This design comes from an exercise in tuning for small area on the open sky130 flow, not from production work.
Function was checked by simulation only, so behaviour that the tests miss may differ from the original.
Power and IR drop assume default switching activity.

== run 1 ==
## wildcard_word_match_unit
module wildcard_word_match_unit #(
  parameter int MAX_PATTERN = wwm_pkg::MAX_PATTERN_DEFAULT,
  parameter int COUNT_BITS  = wwm_pkg::COUNT_BITS_DEFAULT
) (
  input  wire logic                               clk,
  input  wire logic                               rst,
  input  wire logic                               in_valid,
  output logic                                    in_ready,
  input  wire logic [wwm_pkg::CHAR_BITS-1:0]      word_char,
  input  wire logic                               end_of_word,
  output logic                                    out_valid,
  input  wire logic                               out_ready,
  output logic                                    matched,
  output logic      [wwm_pkg::OUT_COUNT_BITS-1:0] word_number,
  output logic      [wwm_pkg::OUT_COUNT_BITS-1:0] match_count,
  input  wire logic                               psel,
  input  wire logic                               penable,
  input  wire logic                               pwrite,
  input  wire logic [wwm_pkg::ADDR_BITS-1:0]      paddr,
  input  wire logic [wwm_pkg::DATA_BITS-1:0]      pwdata,
  output logic      [wwm_pkg::DATA_BITS-1:0]      prdata,
  output logic                                    pready
);
export LEC_CHECK = 0
export CAP_MARGIN = 0
export CORE_MARGIN = 2
export CORE_UTILIZATION = 65
export CTS_BUF_LIST = sky130_fd_sc_hd__clkbuf_4
export CTS_CLUSTER_DIAMETER = 40
export CTS_CLUSTER_SIZE = 10
export PLACE_DENSITY = 0.75
export SLEW_MARGIN = 0
create_clock -name core_clock -period 10.0 [get_ports {clk}]
standard.sh (not shown) runs the stock make flow with config.mk's settings and CLKGATE_MAP_FILE= SYNTH_SCRIPT=/design/flow/synth_recipe.tcl, a recipe that flattens the netlist after the stock synthesis.
==> flow/flow/run.sh <==
#!/bin/bash
# Layout flow: the standard ORFS flow with these changes:
#  - after the standard synthesis, the logic between registers is re-mapped
#    by ABC for area (registers keep their names, cells and connections);
#  - port buffers use the smallest buffer cell;
#  - the clock tree is built without dummy loads.
# Each tool's full output goes to a log file in this folder.
set -euo pipefail
here=$(pwd)
args=(
  "BUFFER_PORTS_ARGS=-buffer_cell sky130_fd_sc_hd__buf_1"
  "CTS_ARGS=-sink_clustering_enable -repair_clock_nets -sink_clustering_size 10 -sink_clustering_max_diameter 40 -buf_list sky130_fd_sc_hd__clkbuf_4 -dont_use_dummy_load"
)
bash standard.sh synth "${args[@]}" > make_synth.log 2>&1

res=$here/orfs/results/$FLOW_PLATFORM/wildcard_word_match_unit/base
cp "$res/1_2_yosys.v" "$here/standard_synth.v"
export RS_LIB=$FLOW_HOME/platforms/$FLOW_PLATFORM/lib/sky130_fd_sc_hd__tt_025C_1v80.lib
export RS_TOP=$FLOW_TOP
export RS_IN=$here/standard_synth.v
export RS_OUT=$here/resynth.v
export RS_SCRIPT=$here/flow/area.abc
export RS_FFS="$(grep -o 'sky130_fd_sc_hd__[a-z0-9]*df[a-z0-9_]*' "$RS_IN" | sort -u | tr '\n' ' ')"
export RS_DONTUSE="$(for c in $(sed -n '/DONT_USE_CELLS/,/^$/p' "$FLOW_HOME/platforms/$FLOW_PLATFORM/config.mk" | grep -o 'sky130_fd_sc_hd__[a-z0-9_]*'); do printf -- '-dont_use %s ' "$c"; done)"
yosys -c "$here/flow/resynth.tcl" > yosys_resynth.log 2>&1
yosys -c "$here/flow/check.tcl" > yosys_check.log 2>&1

cp "$RS_OUT" "$res/1_2_yosys.v"
rm -f "$res/1_synth.odb" "$res/1_synth.sdc"
bash standard.sh finish "${args[@]}" > make_finish.log 2>&1
==> flow/flow/area.abc <==
&get -n
&st
&dch
&nf -R 1000 -p
&st
&syn2
&dch
&nf -R 1000 -p
&st
&syn2
&dch
&nf -R 1000 -p
&put
Other scripts of this flow, unchanged in this note and not shown: flow/flow/check.tcl, flow/flow/resynth.tcl
Run 1 did not stop at any stage, and its layout met the timing, design-rule and antenna checks.
The inputs of run 2 differ from those of run 1 as listed below.
Settings: CORE_UTILIZATION now 50, was 65; PLACE_DENSITY now 0.65, was 0.75.
Results
Run 2 reached the final stage; the timing, design-rule and antenna checks on its layout passed.
Run 1 | status: complete | timing, DRC, antenna: pass
Area of combinational cells with multiple inputs: run 1 vs run 2, no meaningful difference
Run 2 vs. run 1: total CTS buffers +5; layout buffer count excluding clock buffers down 1; power up 16 uW; worst setup slack after layout fell 0.14 ns; global-route track usage on met2 decreased 11 points.
Run 2 vs run 1: clock latency of the later-clocked register in the worst-skew pair up in run 2
Diff run 1 -> run 2 | final standard cell area without fillers | increase of 0.92%
--- input diff run 2..run 3 ---
Settings: swapping 50 for 65 in CORE_UTILIZATION; swapping 0.65 for 0.75 in PLACE_DENSITY.
==> flow/flow/area.abc <==
&get -n
&st
&deepsyn -T 60
&dch -f
&nf -R 1000 -p -C 32
&put
Results
- Compared with run 2, in run 3 worst setup timing slack at the placement stage lower; number of signal-net inverters in the final layout higher; required time of the critical path lower; effective utilization at floorplan higher; total standard cell area after synthesis lower.
- Run 2 vs run 3, worst setup path endpoint: match_num[12] vs match_num[22]
- Route | run 3 vs run 2 | wire shorter in run 3
- Launch point of the worst path: u_cfg.cfg[2] -> run 2, word_char[4] -> run 3
- Run 3 finished all stages; the layout is clean.
Input changes introduced in run 4 (baseline for comparison: run 3):
Settings: PLACE_DENSITY: 0.75 -> 0.65; CTS_CLUSTER_DIAMETER: 40 -> 35; CTS_CLUSTER_SIZE: 10 -> 14; CORE_UTILIZATION: 65 -> 50.
-- flow/flow/run.sh --
<<< run 3, line 11
  "BUFFER_PORTS_ARGS=-buffer_cell sky130_fd_sc_hd__buf_1"
  "CTS_ARGS=-sink_clustering_enable -repair_clock_nets -sink_clustering_size 10 -sink_clustering_max_diameter 40 -buf_list sky130_fd_sc_hd__clkbuf_4 -dont_use_dummy_load"
)
>>> run 4, line 11
  "BUFFER_PORTS_ARGS=-buffer_cell sky130_fd_sc_hd__buf_1"
  "CTS_ARGS=-sink_clustering_enable -repair_clock_nets -sink_clustering_size 14 -sink_clustering_max_diameter 35 -buf_list sky130_fd_sc_hd__clkbuf_4 -dont_use_dummy_load"
)
==> flow/flow/area.abc <==
&get -n
&st
&dch
&nf -R 1000 -p
&st
&syn2
&dch
&nf -R 1000 -p
&st
&syn2
&dch
&nf -R 1000 -p
&put
Findings:
- Summary of run 4 over run 3: final hold slack shows a reduction of 0.014 ns, cell count shows an increase of 186, setup slack shows an increase of 1.33 ns.

========
## cedar
The RTL this note starts from:
==> flow/design.v <==
`default_nettype none
package wwm_pkg;
  localparam int MAX_PATTERN_DEFAULT = 32;
  localparam int COUNT_BITS_DEFAULT  = 24;
  localparam int CHAR_BITS      = 8;
  localparam int LEN_BITS       = 6;
  localparam int STAR_BITS      = 5;
  localparam int OUT_COUNT_BITS = 24;
  localparam int PAT_CHARS      = 32;
  localparam int PAT_BITS       = PAT_CHARS * CHAR_BITS;
  localparam int DATA_BITS = 64;
  localparam int ADDR_BITS = 6;
  localparam int REG_BITS  = ADDR_BITS - 3;
  localparam logic [REG_BITS-1:0] REG_PAT_A  = 3'd0;
  localparam logic [REG_BITS-1:0] REG_PAT_B  = 3'd1;
  localparam logic [REG_BITS-1:0] REG_PAT_C  = 3'd2;
  localparam logic [REG_BITS-1:0] REG_PAT_D  = 3'd3;
  localparam logic [REG_BITS-1:0] REG_LENGTH = 3'd4;
  localparam logic [REG_BITS-1:0] REG_MODE   = 3'd5;
  localparam logic [REG_BITS-1:0] REG_STAR   = 3'd6;
  localparam logic [CHAR_BITS-1:0] CHAR_QUESTION = 8'h3F;
  typedef struct packed {
    logic [PAT_BITS-1:0]  pattern_bytes;
    logic [LEN_BITS-1:0]  pattern_length;
    logic                 match_mode;
    logic [STAR_BITS-1:0] star_position;
  } cfg_t;
endpackage
`default_nettype wire
`default_nettype none
module wwm_cfg (
  input  wire logic                          clk,
  input  wire logic                          rst,
  input  wire logic                          psel,
  input  wire logic                          penable,
  input  wire logic                          pwrite,
  input  wire logic [wwm_pkg::ADDR_BITS-1:0] paddr,
  input  wire logic [wwm_pkg::DATA_BITS-1:0] pwdata,
  output logic      [wwm_pkg::DATA_BITS-1:0] prdata,
  output logic                               pready,
  output wwm_pkg::cfg_t                      cfg
);
  logic [wwm_pkg::REG_BITS-1:0]  reg_index;
  logic                          write_en;
  logic [wwm_pkg::DATA_BITS-1:0] wdata;
  logic [7:0]                    load;
  assign reg_index = paddr[wwm_pkg::ADDR_BITS-1:3];
  assign write_en  = psel & penable & pwrite;
  assign pready    = 1'b1;
  assign wdata = pwdata & {wwm_pkg::DATA_BITS{~rst}};
  for (genvar k = 0; k < 8; k++) begin : g_load
    assign load[k] = rst | (write_en & (reg_index == 3'(k)));
  end
  always_ff @(posedge clk) begin
    if (load[0]) cfg.pattern_bytes[0*64 +: 64] <= wdata;
    if (load[1]) cfg.pattern_bytes[1*64 +: 64] <= wdata;
    if (load[2]) cfg.pattern_bytes[2*64 +: 64] <= wdata;
    if (load[3]) cfg.pattern_bytes[3*64 +: 64] <= wdata;
    if (load[4]) cfg.pattern_length <= {wdata[wwm_pkg::LEN_BITS-1:1], wdata[0] | rst};
    if (load[5]) cfg.match_mode     <= wdata[0];
    if (load[6]) cfg.star_position  <= wdata[wwm_pkg::STAR_BITS-1:0];
  end
  logic [7:0] rsel;
  assign rsel = 8'(1) << reg_index;
  always_comb begin
    prdata = ({64{rsel[0]}} & cfg.pattern_bytes[0*64 +: 64])
           | ({64{rsel[1]}} & cfg.pattern_bytes[1*64 +: 64])
           | ({64{rsel[2]}} & cfg.pattern_bytes[2*64 +: 64])
           | ({64{rsel[3]}} & cfg.pattern_bytes[3*64 +: 64])
           | ({64{rsel[4]}} & wwm_pkg::DATA_BITS'(cfg.pattern_length))
           | ({64{rsel[5]}} & wwm_pkg::DATA_BITS'(cfg.match_mode))
           | ({64{rsel[6]}} & wwm_pkg::DATA_BITS'(cfg.star_position));
  end
endmodule
`default_nettype wire
`default_nettype none
module wwm_cell (
  input  wire logic                          star_mode,
  input  wire logic [wwm_pkg::CHAR_BITS-1:0] word_char,
  input  wire logic [wwm_pkg::CHAR_BITS-1:0] pat_char,
  input  wire logic                          run_in,
  output logic                               run_out
);
  assign run_out = run_in & ((word_char == pat_char) |
                             (~star_mode & (pat_char == wwm_pkg::CHAR_QUESTION)));
endmodule
`default_nettype wire
`default_nettype none
module wildcard_word_match_unit #(
  parameter int MAX_PATTERN = wwm_pkg::MAX_PATTERN_DEFAULT,
  parameter int COUNT_BITS  = wwm_pkg::COUNT_BITS_DEFAULT
) (
  input  wire logic                               clk,
  input  wire logic                               rst,
  input  wire logic                               in_valid,
  output logic                                    in_ready,
  input  wire logic [wwm_pkg::CHAR_BITS-1:0]      word_char,
  input  wire logic                               end_of_word,
  output logic                                    out_valid,
  input  wire logic                               out_ready,
  output logic                                    matched,
  output logic      [wwm_pkg::OUT_COUNT_BITS-1:0] word_number,
  output logic      [wwm_pkg::OUT_COUNT_BITS-1:0] match_count,
  input  wire logic                               psel,
  input  wire logic                               penable,
  input  wire logic                               pwrite,
  input  wire logic [wwm_pkg::ADDR_BITS-1:0]      paddr,
  input  wire logic [wwm_pkg::DATA_BITS-1:0]      pwdata,
  output logic      [wwm_pkg::DATA_BITS-1:0]      prdata,
  output logic                                    pready
);
  localparam int LB = wwm_pkg::LEN_BITS;
  localparam int CB = wwm_pkg::CHAR_BITS;
  localparam int OB = wwm_pkg::OUT_COUNT_BITS;
  localparam int NP = wwm_pkg::PAT_CHARS;
  wwm_pkg::cfg_t cfg;
  wwm_cfg u_cfg (
    .clk     (clk),
    .rst     (rst),
    .psel    (psel),
    .penable (penable),
    .pwrite  (pwrite),
    .paddr   (paddr),
    .pwdata  (pwdata),
    .prdata  (prdata),
    .pready  (pready),
    .cfg     (cfg)
  );
  logic accept;
  logic push;
  logic pop;
  logic skid_valid;
  assign in_ready = ~skid_valid;
  assign accept   = in_valid & in_ready;
  assign push     = accept & end_of_word;
  assign pop      = out_valid & out_ready;
  logic [LB-1:0] eff_len;
  logic [LB-1:0] pre_len;
  logic          star_in;
  logic          suf_any;
  always_comb begin
    eff_len = cfg.pattern_length[LB-1] ? LB'(NP) : cfg.pattern_length;
    star_in = LB'(cfg.star_position) < eff_len;
    pre_len = star_in ? LB'(cfg.star_position) : eff_len;
    suf_any = LB'(cfg.star_position) + LB'(1) < eff_len;
  end
  logic          first;
  logic          pre_done;
  logic [NP-1:0] run;
  logic          pre_done_in;
  logic [NP-1:0] run_in;
  logic [NP-1:0] run_next;
  assign pre_done_in = pre_done | (pre_len == '0);
  logic [NP-1:0] star_at;
  for (genvar i = 0; i < NP; i++) begin : g_pos
    assign star_at[i] = cfg.match_mode & (cfg.star_position == 5'(i));
    if (i == 0) begin : g_head
      assign run_in[i] = first;
    end else begin : g_link
      assign run_in[i] = run[i-1] | (star_at[i-1] & pre_done_in);
    end
    wwm_cell u_cell (
      .star_mode (cfg.match_mode),
      .word_char (word_char),
      .pat_char  (cfg.pattern_bytes[i*CB +: CB]),
      .run_in    (run_in[i]),
      .run_out   (run_next[i])
    );
  end
  logic [4:0] end_idx;
  logic [4:0] pre_idx;
  logic       run_end;
  logic       pre_end;
  logic       pre_done_next;
  logic       hit;
  always_comb begin
    end_idx       = 5'(eff_len - LB'(1));
    pre_idx       = 5'(pre_len - LB'(1));
    run_end       = run_next[end_idx];
    pre_end       = run_next[pre_idx];
    pre_done_next = pre_done_in | pre_end;
    if (cfg.match_mode) begin
      hit = suf_any ? run_end : pre_done_next;
    end else begin
      hit = (eff_len != '0) & run_end;
    end
  end
  logic keep;
  logic step;
  assign keep = ~rst & ~accept;
  assign step = ~rst & accept & ~end_of_word;
  always_ff @(posedge clk) begin
    first    <= ~step & (first | ~keep);
    pre_done <= (keep & pre_done) | (step & pre_done_next);
    run      <= ({NP{keep}} & run) | ({NP{step}} & run_next);
  end
  logic out_matched;
  logic skid_matched;
  logic load_skid;
  logic load_new;
  logic load_out;
  logic load_matched;
  logic [OB-1:0] word_num;
  logic [OB-1:0] match_num;
  assign load_skid    = skid_valid & pop;
  assign load_new     = ~skid_valid & push & (~out_valid | pop);
  assign load_out     = load_skid | load_new;
  assign load_matched = skid_valid ? skid_matched : hit;
  always_ff @(posedge clk) begin
    if (rst) begin
      out_valid  <= 1'b0;
      skid_valid <= 1'b0;
    end else if (skid_valid) begin
      if (pop) begin
        skid_valid <= 1'b0;
      end
    end else if (push) begin
      if (!out_valid || pop) begin
        out_valid <= 1'b1;
      end else begin
        skid_valid <= 1'b1;
      end
    end else if (pop) begin
      out_valid <= 1'b0;
    end
  end
  always_ff @(posedge clk) begin
    if (load_out) begin
      out_matched <= load_matched;
    end
    if (~skid_valid & push) begin
      skid_matched <= hit;
    end
  end
  always_ff @(posedge clk) begin
    if (rst) begin
      word_num <= '0;
    end else if (pop) begin
      word_num <= word_num + OB'(1);
    end
  end
  always_ff @(posedge clk) begin
    if (rst) begin
      match_num <= '0;
    end else if (load_out && load_matched && match_num != {OB{1'b1}}) begin
      match_num <= match_num + OB'(1);
    end
  end
  assign matched     = out_matched;
  assign word_number = word_num;
  assign match_count = match_num;
endmodule
`default_nettype wire
clock: 10.0 ns
lec_check: 0
cap_margin: 0
core_margin: 2
core_utilization: 50
cts_buf_list: sky130_fd_sc_hd__clkbuf_4
cts_cluster_diameter: 40
cts_cluster_size: 10
place_density: 0.65
slew_margin: 0
==> flow/flow/run.sh <==
#!/bin/bash
# Layout flow: the standard ORFS flow, with two changes that only affect
# buffer choice: port buffers use the smallest buffer cell, and the clock tree
# is built without dummy loads. Each tool's full output goes to a log here.
set -euo pipefail
bash standard.sh finish \
  "BUFFER_PORTS_ARGS=-buffer_cell sky130_fd_sc_hd__buf_1" \
  "CTS_ARGS=-sink_clustering_enable -repair_clock_nets -sink_clustering_size 10 -sink_clustering_max_diameter 40 -buf_list sky130_fd_sc_hd__clkbuf_4 -dont_use_dummy_load" \
  > make_finish.log 2>&1
Every stage of the flow completed for cedar, and the final layout passed the timing, design-rule and antenna checks.
[inputs] harbor vs cedar
==> flow/run.sh (new file) <==
#!/bin/bash
# synth_recipe.tcl (not shown) runs the flow's synth.tcl, then flattens the netlist and writes it again
# the make line also repeats each setting of config.mk as NAME=value (left out here)
make -C /OpenROAD-flow-scripts/flow DESIGN_CONFIG=/design/flow/config.mk WORK_HOME=/design/flow/orfs CLKGATE_MAP_FILE= SYNTH_SCRIPT=/design/flow/synth_recipe.tcl finish
removed: flow/flow/run.sh
removed: flow/standard.sh
==> comparison <==
Having completed the whole flow, harbor delivered a layout that passed the timing, design-rule and antenna checks.
Hold slack, cedar and harbor: smaller value in cedar
harbor against cedar: final area now larger, shortest period the worst path allows now larger, length of routed met2 wiring now larger.
Input changes introduced in xenon (baseline for comparison: harbor):
- CTS_CLUSTER_SIZE: 10 -> 20
- CTS_BUF_LIST: sky130_fd_sc_hd__clkbuf_4 -> sky130_fd_sc_hd__clkbuf_8
- CTS_CLUSTER_DIAMETER: 40 -> 50
==> flow/flow/run.sh (new file) <==
#!/bin/bash
# Layout flow: the standard ORFS flow, with two changes that only affect
# buffer choice: port buffers use the smallest buffer cell, and the clock tree
# is built without dummy loads. Each tool's full output goes to a log here.
set -euo pipefail
bash standard.sh finish \
  "BUFFER_PORTS_ARGS=-buffer_cell sky130_fd_sc_hd__buf_1" \
  "CTS_ARGS=-sink_clustering_enable -repair_clock_nets -sink_clustering_size 20 -sink_clustering_max_diameter 50 -buf_list sky130_fd_sc_hd__clkbuf_8 -dont_use_dummy_load" \
  > make_finish.log 2>&1
==> flow/standard.sh (new file) <==
#!/bin/bash
# synth_recipe.tcl (not shown) runs the flow's synth.tcl, then flattens the netlist and writes it again
# the make line also repeats each setting of config.mk as NAME=value (left out here)
make -C /OpenROAD-flow-scripts/flow DESIGN_CONFIG=/design/flow/config.mk WORK_HOME=/design/flow/orfs CLKGATE_MAP_FILE= SYNTH_SCRIPT=/design/flow/synth_recipe.tcl "${@:-finish}"
removed: flow/run.sh
- In the reports for xenon and harbor, the smaller worst slew slack as a fraction of its limit belongs to xenon.
- Compared with harbor, highest achievable clock rate in xenon increased by a few percent.
- Final instance area came out lower on xenon than on harbor.
- Compare xenon and harbor | largest incremental delay on the critical path higher: harbor
- Going from harbor to xenon, area of the multi-input gates barely changed, worst slack after detailed placement climbed 0.34 ns, clock buffer count in the final layout dropped 39%, overall routed net length dropped about 3%.
- According to the power report, total power for xenon is lower than for harbor.
- Antenna diode count for xenon: 2 down relative to harbor
- Final-layout worst hold slack | xenon below harbor

-- port drivers added, routing unchanged --
Ports are ideal in the flow. The routed layouts listed here were re-timed in OpenROAD. Step 1 (the two cells are an assumption about what drives the block):
set clk [get_ports {clk}]
set_driving_cell -lib_cell sky130_fd_sc_hd__clkbuf_16 $clk
set_driving_cell -lib_cell sky130_fd_sc_hd__buf_2 [delete_from_list [all_inputs] $clk]
Step 2 adds t to the input delays and takes it off the output delays; t is the mean of the earliest and latest rising clock arrival at the registers after step 1. Input paths then give back, and output paths get back, about the clock's delay inside the block. a / b / c = no drivers / after step 1 / after step 2; a / b = the first two.
run	t, ns	slack for setup (ns)	worst setup path after step 2	worst slew at a driven data input, ns
run 1	0.722	3.006 / 3.006 / 2.504	input to register	0.04
run 2	0.788	2.869 / 2.869 / 2.536	input to register	0.05
run 3	0.731	1.668 / 1.691 / 0.960	input to register	0.05
run 4	0.842	2.994 / 2.994 / 2.550	input to register	0.05
cedar	0.835	2.867 / 2.867 / 2.867	register to register	0.14
harbor	0.863	2.590 / 2.590 / 2.590	register to register	0.09
xenon	0.657	2.934 / 2.934 / 2.934	register to register	0.14
After both steps setup and hold are still met in every run listed. The setup slack of run 3, which loses most, moves by +0.023 ns with the drivers and by -0.708 ns with both steps.
